Context: an optimization exercise on an open-source flow, tuned for small area. The choices shown serve that exercise and are no tape-out recipe. The RTL was checked by simulation tests, not by an equivalence proof against the original design. The clock port is modelled as an ideal driver, which makes a skipped or thinned clock tree look cheaper than it is; a real chip needs a root buffer or a tree. Power figures rest on the tool's default switching activity, not on a simulated workload.

## rhythm_game_top
module rhythm_game_top (
	input  wire        max10_clk1_50,
	input  wire        arst_n,
	input  wire        frame_tick,
	input  wire  [7:0] keycode,
	output logic [1:0] state,
	output logic [3:0] lane_hit,
	output logic [3:0] lane_miss,
	output logic [7:0] hit_count,
	output logic [7:0] miss_count,
	output logic [7:0] combo
);
export LEC_CHECK = 0
export ABC_AREA = 1
export CAP_MARGIN = 0
export CORE_MARGIN = 2
export CORE_UTILIZATION = 60
export SLEW_MARGIN = 0
create_clock -name core_clock -period 5.0 [get_ports {max10_clk1_50}]
standard.sh (not shown) runs the stock make flow with config.mk's settings and CLKGATE_MAP_FILE= SYNTH_SCRIPT=/design/flow/synth_recipe.tcl, a recipe that flattens the netlist after the stock synthesis.
==> flow/flow/run.sh <==
#!/bin/bash
# The standard layout (standard.sh) with three changes:
#  - synthesis leaves adders to ABC (no extract_fa) and maps the
#    combinational logic with an area-only ABC script (flow/abc_area.script);
#    everything else in synthesis, the registers included, is the standard flow's own
#    synthesis script, unchanged
#  - port buffers use the smallest buffer cell
#  - the clock tree uses clkbuf_4 and no dummy loads, and is then replaced
#    (flow/clock_buffers.tcl, run as ORFS's POST_CTS_TCL hook) by two
#    clkbuf_16 fed by the clock port, one for each half of the registers
# The full make output goes to flow_make.log in this folder.
set -euo pipefail
here=$PWD
orig=$(grep -o 'SYNTH_SCRIPT=[^ ]*' standard.sh | head -1 | cut -d= -f2)
cat > flow_synth.tcl <<TCL
proc extract_fa {args} {
  puts "extract_fa skipped"
}
proc abc {args} {
  set i [lsearch \$args -script]
  lset args [expr {\$i + 1}] $here/flow/abc_area.script
  yosys abc {*}\$args
}
source $orig
TCL
sed "s#SYNTH_SCRIPT=[^ ]*#SYNTH_SCRIPT=$here/flow_synth.tcl#" standard.sh > flow_standard.sh
export SKIP_REPAIR_TIE_FANOUT=1
export BUFFER_PORTS_ARGS="-buffer_cell sky130_fd_sc_hd__buf_1"
export POST_CTS_TCL=$here/flow/clock_buffers.tcl
export KBUF_N=2
export KBUF_CELL=sky130_fd_sc_hd__clkbuf_16
export CTS_ARGS="-sink_clustering_enable -repair_clock_nets -dont_use_dummy_load -buf_list sky130_fd_sc_hd__clkbuf_4"
bash flow_standard.sh finish > flow_make.log 2>&1
Other scripts of this flow, unchanged in this note and not shown: flow/flow/abc_area.script, flow/flow/clock_buffers.tcl
==> next run, changes <==
Settings changed: CORE_UTILIZATION 60 to 75.
What happened: The new run completed with no timing, DRC or antenna violations. Area after synthesis is unchanged. Final cell count drops slightly. Flip-flop and latch count does not change. Wire length is higher by about a fifth. Hold slack hardly moves. Utilization rose by 18 points. Via count grows by roughly a tenth. Setup slack degrades by 0.025 ns. Cell area barely changes. Die area decreases by about a fifth. Global-route usage rises by 11 points.
==> next run, changes <==
--- a/flow/flow/run.sh
+++ b/flow/flow/run.sh
@@ -25,5 +25,4 @@
 TCL
 sed "s#SYNTH_SCRIPT=[^ ]*#SYNTH_SCRIPT=$here/flow_synth.tcl#" standard.sh > flow_standard.sh
-export SKIP_REPAIR_TIE_FANOUT=1
 export BUFFER_PORTS_ARGS="-buffer_cell sky130_fd_sc_hd__buf_1"
 export POST_CTS_TCL=$here/flow/clock_buffers.tcl
Settings changed: CORE_UTILIZATION 75 to 60.
Outcome: The changed run ran to the end with no violations; setup slack got worse by 0.11 ns; total power is lower by about 0.7%; cell area is higher by about 1.2%; synthesized area stays the same.
==> next run, changes <==
--- a/flow/flow/run.sh
+++ b/flow/flow/run.sh
@@ -25,4 +25,5 @@
 TCL
 sed "s#SYNTH_SCRIPT=[^ ]*#SYNTH_SCRIPT=$here/flow_synth.tcl#" standard.sh > flow_standard.sh
+export SKIP_REPAIR_TIE_FANOUT=1
 export BUFFER_PORTS_ARGS="-buffer_cell sky130_fd_sc_hd__buf_1"
 export POST_CTS_TCL=$here/flow/clock_buffers.tcl
Settings changed: PLACE_DENSITY set to 0.8.
Sequential power hardly moves.
Sequential cell count stays the same.
Sequential share of layout area climbs by 0.43 points.
Via count barely changes.
Combinational power is about the same.
Cell area drops by 0.96%.
Setup slack gets better by 0.065 ns.
Total power is about the same.
Hold slack stays flat.
In every run of this note, the design's own scripts or RTL, not TritonCTS, make the clock network.

---

== job 2567 ==
The RTL this note starts from:
==> flow/design.v <==
`default_nettype none
package game_geom_pkg;
	localparam int NUM_LANES = 4;
	typedef logic [9:0] pos_t;           
	typedef logic [NUM_LANES-1:0] lane_mask_t;
	localparam pos_t FALL_STEP = 10'd4;  
	localparam pos_t HIT_Y_MIN = 10'd400;
	localparam pos_t HIT_Y_MAX = 10'd440;
	typedef logic [7:0] count_t;
endpackage
`default_nettype wire
`default_nettype none
package song_pkg;
	typedef logic [7:0] key_t;
	localparam key_t KEY_START = 8'h2C;  
	localparam key_t KEY_STOP  = 8'h29;  
	localparam key_t KEY_LANE0 = 8'h07;  
	localparam key_t KEY_LANE1 = 8'h09;  
	localparam key_t KEY_LANE2 = 8'h0D;  
	localparam key_t KEY_LANE3 = 8'h0E;  
	typedef enum logic [1:0] {IDLE, PLAYING, DRAIN, DONE} game_state_t;
	localparam int SONG_LEN = 16;
	typedef logic [3:0] beat_idx_t;
	function automatic logic [3:0] beat_lanes(beat_idx_t idx);
		case (idx)
			4'd0:    beat_lanes = 4'b0001;
			4'd1:    beat_lanes = 4'b0010;
			4'd2:    beat_lanes = 4'b0100;
			4'd3:    beat_lanes = 4'b1000;
			4'd4:    beat_lanes = 4'b0000;  
			4'd5:    beat_lanes = 4'b0011;
			4'd6:    beat_lanes = 4'b0100;
			4'd7:    beat_lanes = 4'b1000;
			4'd8:    beat_lanes = 4'b0001;
			4'd9:    beat_lanes = 4'b0000;  
			4'd10:   beat_lanes = 4'b1100;
			4'd11:   beat_lanes = 4'b0010;
			4'd12:   beat_lanes = 4'b0001;
			4'd13:   beat_lanes = 4'b1001;
			4'd14:   beat_lanes = 4'b0100;
			default: beat_lanes = 4'b0010;
		endcase
	endfunction
endpackage
`default_nettype wire
`default_nettype none
module rhythm_game_top (
	input  wire        max10_clk1_50,
	input  wire        arst_n,
	input  wire        frame_tick,
	input  wire  [7:0] keycode,
	output logic [1:0] state,
	output logic [3:0] lane_hit,
	output logic [3:0] lane_miss,
	output logic [7:0] hit_count,
	output logic [7:0] miss_count,
	output logic [7:0] combo
);
	localparam logic [1:0] IDLE = 2'd0, PLAYING = 2'd1, DRAIN = 2'd2, DONE = 2'd3;
	logic [2:0] code, key_c;
	logic       key_chg;
	always_comb begin
		case (keycode)
			8'h2C:   code = 3'd1;
			8'h29:   code = 3'd2;
			8'h07:   code = 3'd4;
			8'h09:   code = 3'd5;
			8'h0D:   code = 3'd6;
			8'h0E:   code = 3'd7;
			default: code = 3'd0;
		endcase
	end
	always_ff @(posedge max10_clk1_50 or negedge arst_n) begin
		if (!arst_n) begin
			key_c   <= 3'd0;
			key_chg <= 1'b0;
		end else begin
			key_c   <= code;
			key_chg <= (code != key_c);
		end
	end
	logic       start, stop;
	logic [3:0] press;
	assign start = key_chg && (key_c == 3'd1);
	assign stop  = key_chg && (key_c == 3'd2);
	always_comb
		for (int l = 0; l < 4; l++)
			press[l] = key_chg && (key_c == 3'(4 + l));
	logic restart, clear, clear_q, beat, spawn, busy, go;
	logic [7:0] ticks;           
	logic [7:0] ticks_next;
	logic [3:0] q;               
	logic [3:0] r;               
	assign q  = ticks[7:4];
	assign r  = ticks[3:0];
	assign go = start && (state[1] == state[0]);    
	always_ff @(posedge max10_clk1_50 or negedge arst_n) begin
		if (!arst_n)
			state <= IDLE;
		else if (stop)
			state <= IDLE;
		else if (go)
			state <= PLAYING;
		else if (state == PLAYING && beat && q == 4'd0)    
			state <= DRAIN;
		else if (state == DRAIN && !busy && !spawn)
			state <= DONE;
	end
	always_ff @(posedge max10_clk1_50) begin
		restart <= go;
		clear   <= restart || stop || go;
		clear_q <= clear;
		beat    <= !restart && (state == PLAYING) && frame_tick && (r == 4'd15);
		spawn   <= !stop && (state == PLAYING) && beat;
	end
	logic       tick_en;
	logic [7:0] tcarry;
	assign tick_en = frame_tick && (state == PLAYING || state == DRAIN);
	always_comb begin
		tcarry[0] = 1'b1;
		for (int i = 1; i < 8; i++)
			tcarry[i] = tcarry[i-1] & ticks[i-1];
		for (int i = 0; i < 8; i++)
			ticks_next[i] = !restart && (ticks[i] ^ (tick_en & tcarry[i]));
	end
	always_ff @(posedge max10_clk1_50)
		ticks <= ticks_next;
	logic       z, cand_hi;
	logic [2:0] cslot;
	logic [1:0] vnew, cv;
	logic       inwin, fall;
	logic [7:0][1:0] v;
	logic [7:0] n0, n1;              
	logic [7:0][3:0] l0, l1;         
	logic [7:0] sel, psel, spawn_here, has0, has1, dq;
	logic [3:0] cand_alive, hit_v, miss_v, kill;
	logic       active, notes_clr;
	assign active    = state[0] ^ state[1];
	assign notes_clr = (state == IDLE);
	assign z     = (r == 4'd0);
	assign cand_hi = state[1];       
	assign cslot = q[2:0] + (z ? 3'd1 : 3'd2);
	assign vnew  = {ticks[0] | frame_tick, ~(ticks[0] ^ frame_tick)};
	always_comb begin
		cv = '0;
		for (int s = 0; s < 8; s++)
			cv = cv | ({2{psel[s]}} & v[s]);
	end
	always_comb begin
		case (r)
			4'd0:             inwin = (cv == 2'd3);
			4'd1, 4'd2, 4'd3: inwin = 1'b0;
			4'd4:             inwin = (cv == 2'd1);
			4'd5:             inwin = (cv != 2'd3);
			4'd15:            inwin = (cv != 2'd1);
			default:          inwin = 1'b1;
		endcase
		case (r)
			4'd0:    fall = (cv == 2'd3);
			4'd14:   fall = (cv == 2'd1);
			4'd15:   fall = (cv == 2'd2);
			default: fall = 1'b0;
		endcase
	end
	always_comb begin
		l0 = {4'b0100, 4'b0001, 4'b0000, cand_hi ? 4'b0010 : 4'b1000,
		      4'b0100, cand_hi ? 4'b0001 : 4'b0010, 4'b0001, cand_hi ? 4'b0010 : 4'b1000};
		l1 = {4'b0000, cand_hi ? 4'b1000 : 4'b0010, 4'b0000, 4'b0000,
		      4'b1000, 4'b0000, 4'b0000, 4'b0000};
		has0 = {1'b1, 1'b1, q[3], 1'b1, 1'b1, !q[3], 1'b1, 1'b1};    
		has1 = {1'b0, 1'b1, 1'b0, 1'b0, q[3], 1'b0, 1'b0, 1'b0};
		for (int s = 0; s < 8; s++) begin
			dq[s]         = (q[2:0] == 3'(s));
			spawn_here[s] = spawn && dq[s];
		end
		for (int s = 0; s < 8; s++)
			sel[s] = z ? dq[(s + 7) % 8] : dq[(s + 6) % 8];
		psel    = sel;
		psel[2] = cand_hi ? sel[5] : sel[2];
		psel[5] = 1'b0;
	end
	always_comb begin
		cand_alive = '0;
		for (int s = 0; s < 8; s++)
			cand_alive = cand_alive | ({4{psel[s] & n0[s]}} & l0[s]) | ({4{psel[s] & n1[s]}} & l1[s]);
		hit_v  = press & {4{inwin && active}} & cand_alive;
		miss_v = ~press & {4{frame_tick && fall && active}} & cand_alive;
		kill   = hit_v | miss_v;
	end
	for (genvar s = 0; s < 8; s++) begin : g_slot
		logic k0, k1;
		assign k0 = psel[s] && |(kill & l0[s]);
		assign k1 = psel[s] && |(kill & l1[s]);
		if (s == 3 || s == 6) begin : g_two
			logic [1:0] a;
			logic [1:0] vs;
			always_ff @(posedge max10_clk1_50) begin
				if (notes_clr)
					a <= '0;
				else if (spawn_here[s])
					a <= {has1[s], has0[s]};
				else
					a <= a & ~{k1, k0};
			end
			always_ff @(posedge max10_clk1_50)
				if (spawn_here[s])
					vs <= vnew;
			assign n0[s] = a[0];
			assign n1[s] = a[1];
			assign v[s]  = vs;
		end else if (s == 5) begin : g_none
			assign n0[s] = 1'b0;
			assign n1[s] = 1'b0;
			assign v[s]  = 2'd0;
		end else begin : g_one
			logic [1:0] vs;
			logic       load;
			if (s == 2) begin : g_shared
				assign load = (spawn_here[2] && has0[2]) || (spawn_here[5] && has0[5]);
			end else begin : g_own
				assign load = spawn_here[s] && has0[s];
			end
			always_ff @(posedge max10_clk1_50) begin
				if (notes_clr)
					vs <= '0;
				else if (load)
					vs <= vnew;
				else if (k0)
					vs <= '0;
			end
			assign n0[s] = (vs != 2'd0);
			assign n1[s] = 1'b0;
			assign v[s]  = vs;
		end
	end
	always_ff @(posedge max10_clk1_50 or negedge arst_n) begin
		if (!arst_n) begin
			lane_hit  <= '0;
			lane_miss <= '0;
		end else begin
			lane_hit  <= hit_v;
			lane_miss <= miss_v;
		end
	end
	assign busy = |{n0, n1};
	logic [4:0] hc, mc, cc;
	logic       any_hit, any_miss, two_miss;
	assign any_hit  = |lane_hit;
	assign any_miss = |lane_miss;
	assign two_miss = (lane_miss[0] & lane_miss[1]) | (lane_miss[0] & lane_miss[3]) | (lane_miss[2] & lane_miss[3]);
	always_ff @(posedge max10_clk1_50 or negedge arst_n) begin
		if (!arst_n) begin
			hc <= '0;
			mc <= '0;
			cc <= '0;
		end else if (clear && clear_q) begin    
			hc <= '0;
			mc <= '0;
			cc <= '0;
		end else begin
			hc <= hc + {4'd0, any_hit};
			mc <= mc + {3'd0, two_miss, any_miss & ~two_miss};
			cc <= any_miss ? 5'd0 : cc + {4'd0, any_hit};
		end
	end
	assign hit_count  = {3'd0, hc};
	assign miss_count = {3'd0, mc};
	assign combo      = {3'd0, cc};
endmodule
`default_nettype wire
export LEC_CHECK = 0
export ABC_AREA = 1
export CAP_MARGIN = 0
export CORE_MARGIN = 2
export CORE_UTILIZATION = 60
export SLEW_MARGIN = 0
create_clock -name core_clock -period 5.0 [get_ports {max10_clk1_50}]
==> flow/flow/run.sh <==
#!/bin/bash
# The standard layout (standard.sh) with three changes:
#  - synthesis leaves adders to ABC (no extract_fa) and maps the
#    combinational logic with several area-only ABC scripts (flow/abc_*.script),
#    keeping the smallest result; everything else in synthesis, the
#    registers included, is the standard flow's own synthesis script, unchanged
#  - port buffers use the smallest buffer cell
#  - the clock tree uses clkbuf_4 and no dummy loads, and is then replaced
#    (flow/clock_buffers.tcl, run as ORFS's POST_CTS_TCL hook) by two
#    clkbuf_16 fed by the clock port, one for each half of the registers
# The full make output goes to flow_make.log in this folder.
set -euo pipefail
here=$PWD
orig=$(grep -o 'SYNTH_SCRIPT=[^ ]*' standard.sh | head -1 | cut -d= -f2)
cat > flow_synth.tcl <<TCL
proc extract_fa {args} {
  puts "extract_fa skipped"
}
# Map the combinational logic with each of the area-oriented ABC scripts in
# flow/ and keep the smallest result (liberty area of the whole design); the
# registers are mapped before this step and are not touched by it.
proc abc {args} {
  set i [lsearch \$args -script]
  set lib [lindex \$args [expr {[lsearch \$args -liberty] + 1}]]
  set best_area 1e12
  set best ""
  yosys design -save pre_abc
  foreach sc [lsort [glob $here/flow/abc_*.script]] {
    yosys design -load pre_abc
    set a \$args
    lset a [expr {\$i + 1}] \$sc
    yosys abc {*}\$a
    yosys tee -q -o $here/abc_stat.txt stat -liberty \$lib
    set fh [open $here/abc_stat.txt r]
    set txt [read \$fh]
    close \$fh
    regexp {Chip area for module[^:]*:\s*([0-9.]+)} \$txt -> area
    puts "ABC script [file tail \$sc]: area \$area"
    if { \$area < \$best_area } {
      set best_area \$area
      set best \$sc
      yosys design -save best_abc
    }
  }
  yosys design -load best_abc
  puts "ABC script chosen: [file tail \$best] (area \$best_area)"
}
source $orig
TCL
sed "s#SYNTH_SCRIPT=[^ ]*#SYNTH_SCRIPT=$here/flow_synth.tcl#" standard.sh > flow_standard.sh
export SKIP_REPAIR_TIE_FANOUT=1
export BUFFER_PORTS_ARGS="-buffer_cell sky130_fd_sc_hd__buf_1"
export POST_CTS_TCL=$here/flow/clock_buffers.tcl
export KBUF_N=2
export KBUF_CELL=sky130_fd_sc_hd__clkbuf_16
export CTS_ARGS="-sink_clustering_enable -repair_clock_nets -dont_use_dummy_load -buf_list sky130_fd_sc_hd__clkbuf_4"
bash flow_standard.sh finish > flow_make.log 2>&1
Other scripts of this flow, unchanged in this note and not shown: flow/flow/abc_E.script, flow/flow/abc_I.script, flow/flow/abc_M.script, flow/flow/abc_P.script, flow/flow/abc_Q.script, flow/flow/abc_S.script, flow/flow/abc_U.script, flow/flow/abc_V.script, flow/flow/abc_W.script, flow/flow/abc_X.script, flow/flow/clock_buffers.tcl
Every stage of the flow completed for job 2567, and the final layout passed the timing, DRC and antenna checks.
#### Input delta (job 1281 over job 2567)
# job 2567
export LEC_CHECK = 0
export ABC_AREA = 1
export CAP_MARGIN = 0
export CORE_MARGIN = 2
export CORE_UTILIZATION = 60
export SLEW_MARGIN = 0
create_clock -name core_clock -period 5.0 [get_ports {max10_clk1_50}]
# job 1281
export LEC_CHECK = 0
export ABC_AREA = 1
export CAP_MARGIN = 0
export CORE_MARGIN = 2
export CORE_UTILIZATION = 60
export GPL_TIMING_DRIVEN = 0
export SLEW_MARGIN = 0
create_clock -name core_clock -period 5.0 [get_ports {max10_clk1_50}]
-- flow/flow/run.sh --
<<< job 2567, line 31
    lset a [expr {\$i + 1}] \$sc
    yosys abc {*}\$a
    yosys tee -q -o $here/abc_stat.txt stat -liberty \$lib
>>> job 1281, line 31
    lset a [expr {\$i + 1}] \$sc
    if { [catch { yosys abc {*}\$a } err] } {
      puts "ABC script [file tail \$sc] failed: \$err"
      continue
    }
    yosys tee -q -o $here/abc_stat.txt stat -liberty \$lib
<<< job 2567, line 51
export SKIP_REPAIR_TIE_FANOUT=1
export BUFFER_PORTS_ARGS="-buffer_cell sky130_fd_sc_hd__buf_1"
>>> job 1281, line 54
export SKIP_REPAIR_TIE_FANOUT=1
export SYNTH_INSBUF=0
export BUFFER_PORTS_ARGS="-buffer_cell sky130_fd_sc_hd__buf_1"
==> flow/flow/abc_A3.script (new file) <==
strash
balance -l
 resub -K 6 -l
 rewrite -l
 resub -K 6 -N 2 -l
 refactor -l
 resub -K 8 -l
 balance -l
 resub -K 8 -N 2 -l
 rewrite -l
 resub -K 10 -l
 rewrite -z -l
 resub -K 10 -N 2 -l
 balance -l
 resub -K 12 -l
 refactor -z -l
 resub -K 12 -N 2 -l
 rewrite -z -l
 balance -l
balance -l
 resub -K 6 -l
 rewrite -l
 resub -K 6 -N 2 -l
 refactor -l
 resub -K 8 -l
 balance -l
 resub -K 8 -N 2 -l
 rewrite -l
 resub -K 10 -l
 rewrite -z -l
 resub -K 10 -N 2 -l
 balance -l
 resub -K 12 -l
 refactor -z -l
 resub -K 12 -N 2 -l
 rewrite -z -l
 balance -l
dch -f
amap
topo
==> flow/flow/abc_DS0.script (new file) <==
strash
&get -n
&deepsyn -T 5 -S 0
&put
&get -n
&dch -f
&nf -R 1000
&put
topo
==> flow/flow/abc_DS1.script (new file) <==
strash
&get -n
&deepsyn -T 5 -S 1
&put
&get -n
&dch -f
&nf -R 1000
&put
topo
==> flow/flow/abc_DS2.script (new file) <==
strash
&get -n
&deepsyn -T 5 -S 2
&put
&get -n
&dch -f
&nf -R 1000
&put
topo
==> flow/flow/abc_DS3.script (new file) <==
strash
&get -n
&deepsyn -T 5 -S 3
&put
&get -n
&dch -f
&nf -R 1000
&put
topo
==> flow/flow/abc_V6.script (new file) <==
strash
balance -l
 resub -K 6 -l
 rewrite -l
 resub -K 6 -N 2 -l
 refactor -l
 resub -K 8 -l
 balance -l
 resub -K 8 -N 2 -l
 rewrite -l
 resub -K 10 -l
 rewrite -z -l
 resub -K 10 -N 2 -l
 balance -l
 resub -K 12 -l
 refactor -z -l
 resub -K 12 -N 2 -l
 rewrite -z -l
 balance -l
&get -n
&dch
&nf -R 1000
&put
topo
Results
Job 1281 completed every stage of the flow, and the final layout passed the timing, DRC and antenna checks.
Diff job 2567 -> job 1281: number of well taps went down; share of the final layout cell area in sequential cells went up; xor and xnor area share after synthesis went up; finished layout cell area went down; via count went down.
Synthesis-to-layout area growth on job 1281 is up relative to job 2567.
Going from job 2567 to job 1281, share of power burned in combinational logic shrinks by 9.9 points.
Job 1281 ended up with met3 as its uppermost metal layer occupied by signal nets; job 2567 ended up with met4.
Edits applied to the flow inputs when going from job 1281 to job 2308:
# job 1281
export LEC_CHECK = 0
export ABC_AREA = 1
export CAP_MARGIN = 0
export CORE_MARGIN = 2
export CORE_UTILIZATION = 60
export GPL_TIMING_DRIVEN = 0
export SLEW_MARGIN = 0
create_clock -name core_clock -period 5.0 [get_ports {max10_clk1_50}]
# job 2308
export LEC_CHECK = 0
export ABC_AREA = 1
export CAP_MARGIN = 0
export CORE_MARGIN = 2
export CORE_UTILIZATION = 60
export SLEW_MARGIN = 0
create_clock -name core_clock -period 5.0 [get_ports {max10_clk1_50}]
-- flow/flow/run.sh --
<<< job 1281, line 54
export SKIP_REPAIR_TIE_FANOUT=1
export SYNTH_INSBUF=0
export BUFFER_PORTS_ARGS="-buffer_cell sky130_fd_sc_hd__buf_1"
>>> job 2308, line 54
export SKIP_REPAIR_TIE_FANOUT=1
export BUFFER_PORTS_ARGS="-buffer_cell sky130_fd_sc_hd__buf_1"
Results
- Diff job 1281 -> job 2308: post-detailed-route wirelength per cell climbed about 4.6%; final worst slack climbed 0.12 ns; wire length climbed about 5%; power dissipated by switching net loads climbed 2.8 uW; post-layout minimum cycle time dropped 0.12 ns.
- On register-to-register slack, job 2308 does better than job 1281.
- Share of cell area taken by flip-flops and latches: job 1281 vs job 2308 — no meaningful difference
Relative to job 2308, the following input files were edited for job 8092:
# job 2308
export LEC_CHECK = 0
export ABC_AREA = 1
export CAP_MARGIN = 0
export CORE_MARGIN = 2
export CORE_UTILIZATION = 60
export SLEW_MARGIN = 0
create_clock -name core_clock -period 5.0 [get_ports {max10_clk1_50}]
# job 8092
export LEC_CHECK = 0
export ABC_AREA = 1
export CAP_MARGIN = 0
export CORE_MARGIN = 2
export CORE_UTILIZATION = 60
export GPL_TIMING_DRIVEN = 0
export SLEW_MARGIN = 0
create_clock -name core_clock -period 5.0 [get_ports {max10_clk1_50}]
-- flow/flow/run.sh --
<<< job 2308, line 54
export SKIP_REPAIR_TIE_FANOUT=1
export BUFFER_PORTS_ARGS="-buffer_cell sky130_fd_sc_hd__buf_1"
>>> job 8092, line 54
export SKIP_REPAIR_TIE_FANOUT=1
export SYNTH_INSBUF=0
export BUFFER_PORTS_ARGS="-buffer_cell sky130_fd_sc_hd__buf_1"
==> flow/flow/abc_DA0.script (new file) <==
strash
&get -n
&deepsyn -T 5 -S 0
&put
dch -f
amap
topo
==> flow/flow/abc_DA1.script (new file) <==
strash
&get -n
&deepsyn -T 5 -S 1
&put
dch -f
amap
topo
==> flow/flow/abc_DA5.script (new file) <==
strash
&get -n
&deepsyn -T 5 -S 5
&put
dch -f
amap
topo
==> flow/flow/abc_DC0.script (new file) <==
strash
&get -n
&deepsyn -T 5 -S 0
&put
balance -l
 resub -K 6 -l
 rewrite -l
 resub -K 6 -N 2 -l
 refactor -l
 resub -K 8 -l
 balance -l
 resub -K 8 -N 2 -l
 rewrite -l
 resub -K 10 -l
 rewrite -z -l
 resub -K 10 -N 2 -l
 balance -l
 resub -K 12 -l
 refactor -z -l
 resub -K 12 -N 2 -l
 rewrite -z -l
 balance -l
dch -f
amap
topo
==> flow/flow/abc_DC1.script (new file) <==
strash
&get -n
&deepsyn -T 5 -S 1
&put
balance -l
 resub -K 6 -l
 rewrite -l
 resub -K 6 -N 2 -l
 refactor -l
 resub -K 8 -l
 balance -l
 resub -K 8 -N 2 -l
 rewrite -l
 resub -K 10 -l
 rewrite -z -l
 resub -K 10 -N 2 -l
 balance -l
 resub -K 12 -l
 refactor -z -l
 resub -K 12 -N 2 -l
 rewrite -z -l
 balance -l
dch -f
amap
topo
## What came out
- Job 8092 finished end to end and its layout was clean on timing, DRC and antenna.
- [job 8092] vertical die dimension fell 1.6% relative to job 2308
- The timing startpoint of the critical path comes out ticks[0] in one run and ticks[4] in the other, namely in job 2308 and job 8092 respectively.
- Overall routed net length grows by a few percent when moving from job 2308 to job 8092.
- On area taken by multi-input logic gates, the lower figure sits with job 8092, not job 2308.
- Slowest cell on the critical path: nor3_1 -> job 2308, a2111oi_1 -> job 8092
diff inputs: job 8092 => job 1871
# job 8092
export LEC_CHECK = 0
export ABC_AREA = 1
export CAP_MARGIN = 0
export CORE_MARGIN = 2
export CORE_UTILIZATION = 60
export GPL_TIMING_DRIVEN = 0
export SLEW_MARGIN = 0
create_clock -name core_clock -period 5.0 [get_ports {max10_clk1_50}]
# job 1871
export LEC_CHECK = 0
export ABC_AREA = 1
export CAP_MARGIN = 0
export CORE_MARGIN = 2
export CORE_UTILIZATION = 60
export SLEW_MARGIN = 0
create_clock -name core_clock -period 5.0 [get_ports {max10_clk1_50}]
-- flow/flow/run.sh --
<<< job 8092, line 54
export SKIP_REPAIR_TIE_FANOUT=1
export SYNTH_INSBUF=0
export BUFFER_PORTS_ARGS="-buffer_cell sky130_fd_sc_hd__buf_1"
>>> job 1871, line 54
export SKIP_REPAIR_TIE_FANOUT=1
export BUFFER_PORTS_ARGS="-buffer_cell sky130_fd_sc_hd__buf_1"
## What came out
Job 1871 completed; timing, DRC and antenna clean. Standard cell area after detailed placement, job 1871 vs job 8092: up slightly. ~same power attributed to sequential cells in job 1871 and job 8092. Summary — area growth from synthesis to layout, job 1871 relative to job 8092: lower, by 1.9 points. Total power: job 1871 vs job 8092 down 0.53%. As of job 1871, number of non-filler instances in the completed layout had risen slightly compared to job 8092.
In every run of this note, the design's own scripts or RTL, not TritonCTS, make the clock network.

[separate check: timing with driven ports]
How much do the figures lean on ideal ports? The routed layouts below were timed once more, with nothing changed but the port constraints. Step 1: set_driving_cell puts a clkbuf_16 on max10_clk1_50 and a buf_2 on each other input, an assumption about the parent block. Step 2 also shifts input and output timing later by t, the mid clock arrival at the registers, as if the neighbouring blocks saw the same clock. Three values: ideal, step 1, step 2; two values: the first two.
run | t (ns) | slack for setup (ns) | cell pins on the clock port's net
the first run of note 1 | 0.214 | 0.612 / 0.612 / 0.612 | 2
the second run of note 1 | 0.214 | 0.587 / 0.587 / 0.587 | 2
the third run of note 1 | 0.213 | 0.480 / 0.480 / 0.480 | 2
the fourth run of note 1 | 0.215 | 0.545 / 0.545 / 0.545 | 2
job 2567 | 0.217 | 1.259 / 1.259 / 1.259 | 2
job 1281 | 0.209 | 1.054 / 1.054 / 1.054 | 2
job 2308 | 0.217 | 1.170 / 1.170 / 1.170 | 2
job 8092 | 0.212 | 0.332 / 0.332 / 0.332 | 2
job 1871 | 0.215 | 0.908 / 0.908 / 0.908 | 2
After both steps setup and hold are still met in every run listed.
